This is an optimization exercise on Yosys and OpenROAD, whose aim is small area, a short achievable clock period and few clock cycles per item, not a production implementation.
Function was checked by simulation only, so behaviour that the tests miss may differ from the original.

Design mdu, start of the top module:
module mdu (
   input  logic        clk,
   input  logic        rst_n,
   input  logic        start,
   input  logic [3:0]  opMDU,
   input  logic [31:0] SrcA,
   input  logic [31:0] SrcB,
   output logic        busy,
   output logic        stall_req,
   output logic [31:0] HI,
   output logic [31:0] LO
);
   localparam int SD = 4;    
   logic w_isMult, w_isMultu, w_isDiv, w_isDivu, w_isMul, w_isDv, w_isMD;
   assign w_isMult  = (opMDU == 4'd1);
   assign w_isMultu = (opMDU == 4'd2);
   assign w_isDiv   = (opMDU == 4'd3);
   assign w_isDivu  = (opMDU == 4'd4);
   assign w_isMul   = w_isMult | w_isMultu;
   assign w_isDv    = w_isDiv | w_isDivu;
   assign w_isMD    = w_isMul | w_isDv;
   logic r_busy;
   logic w_go;
   assign w_go = start & ~r_busy;
   logic [31:0] r_hi, r_lo;
   logic [32:0] r_m;       
   logic [32:0] r_a;       
   logic [31:0] r_p;       
   logic        r_yp;      
   logic        r_yx;      
   logic [1:0]  r_n;       
   logic [3:0]  r_cnt;     
   logic        r_dv;      
   logic        r_sq, r_sr;  
   logic        r_dci;     
   function automatic logic [1:0] ngrp(input logic [31:0] x, input logic sgn);
      logic e;
      e = sgn & x[31];
  ...
For scale: roughly 140 I/O pins, roughly 0.035 mm^2 of cells after synthesis.
export LEC_CHECK = 0
export ABC_AREA = 1
export CAP_MARGIN = 20
export CORE_MARGIN = 2
export CORE_UTILIZATION = 60
export SLEW_MARGIN = 20
create_clock -name core_clock -period 105.0 [get_ports {clk}]
standard.sh (not shown) runs the stock make flow with config.mk's settings and CLKGATE_MAP_FILE= SYNTH_SCRIPT=/design/flow/synth_recipe.tcl, a recipe that flattens the netlist after the stock synthesis.
==> flow/flow/run.sh <==
#!/bin/bash
# The standard layout (standard.sh: ORFS synthesis to finish), except that the
# port buffers are sky130_fd_sc_hd__buf_1 instead of the default delay-buffer
# cell: every input and output port still gets its own buffer.
set -euo pipefail
bash standard.sh 'BUFFER_PORTS_ARGS=-buffer_cell sky130_fd_sc_hd__buf_1' finish > standard_flow.log 2>&1
Testbench counts at the start, summed over its fixed seeds: cycles 21,684, items 12,000.
Change:
--- a/flow/config.mk
+++ b/flow/config.mk
@@ -10,3 +10,3 @@
 export CORE_MARGIN = 2
-export CORE_UTILIZATION = 60
+export CORE_UTILIZATION = 40
 export SLEW_MARGIN = 20
The new run went through all stages and came out clean.
Clock-buffer cell count went down by 1.
Design area is higher slightly.
Clock skew went down by 0.012 ns.
Global-route usage falls by 16 points.
Change:
==> flow/flow/run.sh (replaced) <==
#!/bin/bash
# The standard layout (standard.sh: ORFS synthesis to finish) with two
# changes: the port buffers are sky130_fd_sc_hd__buf_1 instead of the default
# delay-buffer cell (every input and output port still gets its own buffer),
# and timing repair aims at a 63 ns setup slack margin, so that it works on
# the one path (start/opMDU to stall_req) that sets the achieved period.
set -euo pipefail
bash standard.sh 'BUFFER_PORTS_ARGS=-buffer_cell sky130_fd_sc_hd__buf_1' 'SETUP_SLACK_MARGIN=63' finish > standard_flow.log 2>&1
--- a/flow/config.mk
+++ b/flow/config.mk
@@ -10,3 +10,3 @@
 export CORE_MARGIN = 2
-export CORE_UTILIZATION = 40
+export CORE_UTILIZATION = 75
 export SLEW_MARGIN = 20
Die area goes down by 46%.
Global-route usage came out higher by 28 points.
Wire length falls by 5.2%.
Clock-buffer cell count is unchanged.
First-iteration DRC count climbs by 82%.
Via count increases by 9.4%.
Sequential share of layout area went up by 0.22 points.
Synthesized area does not change.
Worst setup slack gains 0.37 ns.
Final cell count shrinks by 9.6%.
Change:
--- a/flow/config.mk
+++ b/flow/config.mk
@@ -10,3 +10,3 @@
 export CORE_MARGIN = 2
-export CORE_UTILIZATION = 75
+export CORE_UTILIZATION = 60
 export SLEW_MARGIN = 20
Outcome:
- The new run ran to the end with no violations
- clock skew went up by 0.013 ns
- count of clock-buffer cells in the layout stays the same
- global-route usage went down by 12 points
Change:
==> flow/flow/run.sh (replaced) <==
#!/bin/bash
# The standard layout (standard.sh: ORFS synthesis to finish), except that the
# port buffers are sky130_fd_sc_hd__buf_1 instead of the default delay-buffer
# cell: every input and output port still gets its own buffer.
set -euo pipefail
bash standard.sh 'BUFFER_PORTS_ARGS=-buffer_cell sky130_fd_sc_hd__buf_1' finish > standard_flow.log 2>&1
--- a/flow/config.mk
+++ b/flow/config.mk
@@ -8,5 +8,5 @@
 export ABC_AREA = 1
-export CAP_MARGIN = 20
+export CAP_MARGIN = 0
 export CORE_MARGIN = 2
-export CORE_UTILIZATION = 60
-export SLEW_MARGIN = 20
+export CORE_UTILIZATION = 40
+export SLEW_MARGIN = 0
Synthesized cell count stays the same.
Final cell count grows by 7.0%.
Via count shrinks by about 3%.
Global-route usage shrinks by 16 points.
Final area grows by 1.1%.
Change:
==> flow/flow/run.sh (replaced) <==
#!/bin/bash
# The standard layout (standard.sh: ORFS synthesis to finish) with two
# changes: the port buffers are sky130_fd_sc_hd__buf_1 instead of the default
# delay-buffer cell (every input and output port still gets its own buffer),
# and global placement is not timing driven; the buffers that synthesis (ABC)
# left in the netlist are removed after the floorplan instead, as the
# timing-driven placement step would do.
set -euo pipefail
bash standard.sh floorplan > standard_floorplan.log 2>&1
R=orfs/results/sky130hd/mdu/base
cat > remove_buffers.tcl <<EOT
read_db $R/2_floorplan.odb
read_liberty $FLOW_HOME/platforms/sky130hd/lib/sky130_fd_sc_hd__tt_025C_1v80.lib
remove_buffers
write_db $R/2_floorplan.odb
EOT
openroad -no_init -exit remove_buffers.tcl > remove_buffers.log 2>&1
bash standard.sh 'BUFFER_PORTS_ARGS=-buffer_cell sky130_fd_sc_hd__buf_1' 'GPL_TIMING_DRIVEN=0' finish > standard_flow.log 2>&1
--- a/flow/config.mk
+++ b/flow/config.mk
@@ -8,5 +8,5 @@
 export ABC_AREA = 1
-export CAP_MARGIN = 0
+export CAP_MARGIN = 20
 export CORE_MARGIN = 2
 export CORE_UTILIZATION = 40
-export SLEW_MARGIN = 0
+export SLEW_MARGIN = 20
Result: The changed run completed without violations; clock skew drops by 0.0051 ns; clock-buffer cell count is unchanged; cell count drops by 0.49%; via count climbs by 0.67%; synthesized cell count stays the same; register-to-register slack is worse by 1.7 ns; global-route usage is about the same; worst setup slack is worse by 0.060 ns; die area stays the same.

run C:
mdu, a different RTL version from the one above (not shown whole).
For scale: about 3,400 cells after synthesis, roughly 180 flip-flops, roughly 140 I/O pins, ~30,000 µm² of cells after synthesis.
## mdu
module mdu (
   input  logic        clk,
   input  logic        rst_n,
   input  logic        start,
   input  logic [3:0]  opMDU,
   input  logic [31:0] SrcA,
   input  logic [31:0] SrcB,
   output logic        busy,
   output logic        stall_req,
   output logic [31:0] HI,
   output logic [31:0] LO
);
clock: 105.0 ns
lec_check: 0
cap_margin: 20
core_margin: 2
core_utilization: 40
slew_margin: 20
==> flow/flow/run.sh <==
#!/bin/bash
# The standard layout (standard.sh: ORFS synthesis to finish), except that the
# port buffers are sky130_fd_sc_hd__buf_1 instead of the default delay-buffer
# cell: every input and output port still gets its own buffer.
set -euo pipefail
bash standard.sh 'BUFFER_PORTS_ARGS=-buffer_cell sky130_fd_sc_hd__buf_1' finish > standard_flow.log 2>&1
Run C did not stop at any stage, and its layout met the timing, DRC and antenna checks.
Testbench counts of run C, summed over its fixed seeds: cycles 34,922, items 12,000.
The inputs of run E differ from those of run C as listed below.
==> flow/run.sh (new file) <==
#!/bin/bash
# synth_recipe.tcl (not shown) runs the flow's synth.tcl, then flattens the netlist and writes it again
# the make line also repeats each setting of config.mk as NAME=value (left out here)
make -C /OpenROAD-flow-scripts/flow DESIGN_CONFIG=/design/flow/config.mk WORK_HOME=/design/flow/orfs CLKGATE_MAP_FILE= SYNTH_SCRIPT=/design/flow/synth_recipe.tcl finish
removed: flow/flow/run.sh
removed: flow/standard.sh
Results
- Between run E and run C, the fraction of final layout cells sized beyond drive strength 1 figures differ only marginally.
- Summary — longest individual stage delay on the worst path, run E relative to run C: higher, by 0.32 ns.
- Diff run C -> run E: clock-pin slew of the registers on the worst-case setup and hold paths rose 0.02 ns; non-clock buffer count has decreased.

[static timing again, ports no longer ideal]
No port has a modelled driver above. Below, the same layouts with a new extraction and two added sets of constraints. Step 1 sets driving cells, clkbuf_16 on the clock port and buf_2 on the other inputs (assumed; they add their load-dependent delay and slew). Step 2 also shifts input and output timing later by t, the mid clock arrival at the registers, as if the neighbouring blocks saw the same clock. Three values: no drivers, after step 1, after step 2; two values: the first two.
run	t (ns)	slack for setup (ns)	hold slack, ns	clock arrival spread, ns	worst register clock-pin slew, ns
the first run of note 1	0.573	61.952 / 61.929 / 61.929	0.472 / 0.472 / 0.472	0.036 / 0.036	0.11 / 0.11
the second run of note 1	0.584	61.951 / 61.928 / 61.928	0.474 / 0.474 / 0.474	0.024 / 0.024	0.10 / 0.10
the third run of note 1	0.573	62.317 / 62.233 / 62.233	0.472 / 0.472 / 0.472	0.015 / 0.015	0.09 / 0.09
the fourth run of note 1	0.579	62.340 / 62.291 / 62.291	0.477 / 0.477 / 0.477	0.028 / 0.029	0.10 / 0.10
the fifth run of note 1	0.587	61.955 / 61.932 / 61.932	0.475 / 0.475 / 0.475	0.026 / 0.025	0.10 / 0.10
the sixth run of note 1	0.584	61.895 / 61.867 / 61.867	0.474 / 0.474 / 0.474	0.020 / 0.020	0.10 / 0.10
run C	0.526	62.065 / 62.042 / 62.042	0.509 / 0.509 / 0.509	0.014 / 0.014	0.08 / 0.08
run E	0.558	61.283 / 61.262 / 61.262	0.526 / 0.526 / 0.526	0.022 / 0.022	0.09 / 0.09
After both steps every run listed still meets setup and hold. For the third run of note 1, which loses most, drivers alone change the setup slack by -0.084 ns; drivers and shift together by -0.084 ns.
